What follows belongs to an exercise in optimizing a design on an open flow for small area; a production flow would make more cautious choices.
Only simulation tests tie the RTL to the original design; equivalence was not proved.
No activity file was given, so power comes from the tool's default toggle rates.

Setup of east:
==> module rf_and2, before the edit <==
module rf_and2 (
    input  logic a,
    input  logic b,
    output logic y
);
    assign y = a & b;
endmodule
==> module rf_rdec, before the edit <==
module rf_rdec (
    input  logic        en,
    input  logic [4:0]  a,
    input  logic [4:0]  waddr,
    input  logic [31:1] busy_q,
    input  logic        par,
    output logic [31:0] s,
    output logic        p,
    output logic        st
);
    logic byp;
    assign byp  = en && (a != 5'd0) && (waddr == a);
    assign s[0] = byp;
    assign p    = par && (a != 5'd0);
    logic [3:0] lo;
    logic [7:0] hib, hi;
    rf_pre2 u_lo (.a(a[1:0]), .y(lo));
    rf_pre3 u_hib (.a(a[4:2]), .en(!byp), .y(hib));
    for (genvar i = 1; i < 32; i++) begin : g_row
        rf_and2 u_s (.a(lo[i%4]), .b(hib[i/4]), .y(s[i]));
    end
    assign hi = 8'b0000_0001 << a[4:2];
    logic [7:0] t;
    rf_sel3 u_t0 (.d(busy_q[3:1]), .s(lo[3:1]), .y(t[0]));
    for (genvar h = 1; h < 8; h++) begin : g_grp
        rf_sel4 u_t (.d(busy_q[4*h +: 4]), .s(lo), .y(t[h]));
    end
    rf_sel8 u_st (.d(t), .s(hi), .y(st));
endmodule
==> flow/config.mk <==
export PLATFORM = sky130hd
export DESIGN_NAME = regfile_ext_sb
export DESIGN_NICKNAME = regfile_ext_sb
export VERILOG_FILES = /design/flow/design.v
export SDC_FILE = /design/flow/constraint.sdc
export NUM_CORES = 4
export LEC_CHECK = 0
export CAP_MARGIN = 20
export CORE_MARGIN = 2
export CORE_UTILIZATION = 30
export SLEW_MARGIN = 20
export SYNTH_HIERARCHICAL = 1
export SYNTH_MINIMUM_KEEP_SIZE = 0
==> flow/constraint.sdc <==
create_clock -name core_clock -period 10.0 [get_ports {clk}]
set_input_delay 2.0000 -clock core_clock [delete_from_list [all_inputs] [get_ports {clk}]]
set_output_delay 2.0000 -clock core_clock [all_outputs]
set_load 0.01 [all_outputs]
standard.sh (not shown) runs the stock make flow with config.mk's settings and CLKGATE_MAP_FILE= SYNTH_SCRIPT=/design/flow/synth_recipe.tcl, a recipe that flattens the netlist after the stock synthesis.
==> flow/flow/run.sh <==
#!/bin/bash
set -euo pipefail
cd "$(dirname "$0")/.."
export BUFFER_PORTS_ARGS="-buffer_cell sky130_fd_sc_hd__buf_1"
export CTS_ARGS="-sink_clustering_enable -repair_clock_nets -buf_list {sky130_fd_sc_hd__clkbuf_8 sky130_fd_sc_hd__clkbuf_16} -dont_use_dummy_load -sink_clustering_size 25 -sink_clustering_max_diameter 70"
bash standard.sh finish > flow_make.log 2>&1
What north does differently from east at the input level:
--- a/flow/design.v
+++ b/flow/design.v
@@ -172,10 +172,17 @@
     assign y = |(d & s) | e;
 endmodule
-module rf_and2 (
+module rf_and3 (
     input  logic a,
     input  logic b,
+    input  logic c,
     output logic y
 );
-    assign y = a & b;
+    assign y = a & b & c;
+endmodule
+module rf_dec3 (
+    input  logic [2:0] a,
+    output logic [7:0] y
+);
+    assign y = 8'b0000_0001 << a;
 endmodule
 module rf_xor2s (
@@ -271,11 +278,12 @@
     assign p    = par && (a != 5'd0);
     logic [3:0] lo;
-    logic [7:0] hib, hi;
+    logic [7:0] hi;
+    logic       nbyp;
+    assign nbyp = !byp;
     rf_pre2 u_lo (.a(a[1:0]), .y(lo));
-    rf_pre3 u_hib (.a(a[4:2]), .en(!byp), .y(hib));
+    rf_dec3 u_hi (.a(a[4:2]), .y(hi));
     for (genvar i = 1; i < 32; i++) begin : g_row
-        rf_and2 u_s (.a(lo[i%4]), .b(hib[i/4]), .y(s[i]));
+        rf_and3 u_s (.a(lo[i%4]), .b(hi[i/4]), .c(nbyp), .y(s[i]));
     end
-    assign hi = 8'b0000_0001 << a[4:2];
     logic [7:0] t;
     rf_sel3 u_t0 (.d(busy_q[3:1]), .s(lo[3:1]), .y(t[0]));
==> results.txt <==
- north reached the end of the flow, and the finished layout is clean on the timing, design-rule and antenna checks.
- Diff east -> north: number of fillers in the final layout now sits at about the same level; routed wirelength normalized by instance count now sits higher; die outline width now sits at about the same level; post-placement cell count now sits lower; initial antenna violation count now sits lower.
- Of north and east, the higher sequential share of layout area belongs to north.
- In terms of initial core utilization, east and north differ only marginally.
- Cell count after synthesis, north and east, lower one = north.
- In north the area of all placed cells without fillers turned out about 0.66% lower than in east.
- | switching power total | north vs east | about 0.9% lower |
- Comparing north and east, the higher routed via count was measured on north.
- Between east and north, power decreased.
- When north is measured against east, its worst setup margin turns out 160 ps lower.
- Comparing sequential fraction of design power for north and east, the smaller number came from east.

## port drivers added, routing unchanged
The flow's constraints put no driver on any port. The routed layouts listed below were extracted and timed again, unchanged, in two steps. Step 1 sets driving cells, clkbuf_16 on the clock port and buf_2 on the other inputs (assumed; they add their load-dependent delay and slew). Step 2 adds t to the input delays and takes it off the output delays; t is the mean of the earliest and latest rising clock arrival at the registers after step 1. Input paths then give back, and output paths get back, about the clock's delay inside the block. Slacks: ideal / step 1 / step 2; pairs: ideal / step 1.
| run | t, ns | setup slack, ns | clock arrival spread, ns | cell pins on the clock port's net |
|---|---|---|---|---|
| east | 0.750 | 0.474 / 0.452 / 0.452 | 0.091 / 0.091 | 1 |
| north | 0.746 | 0.310 / 0.287 / 0.287 | 0.049 / 0.050 | 1 |
After both steps setup and hold are still met in every run listed. For north, which loses most, drivers alone change the setup slack by -0.023 ns; drivers and shift together by -0.023 ns.
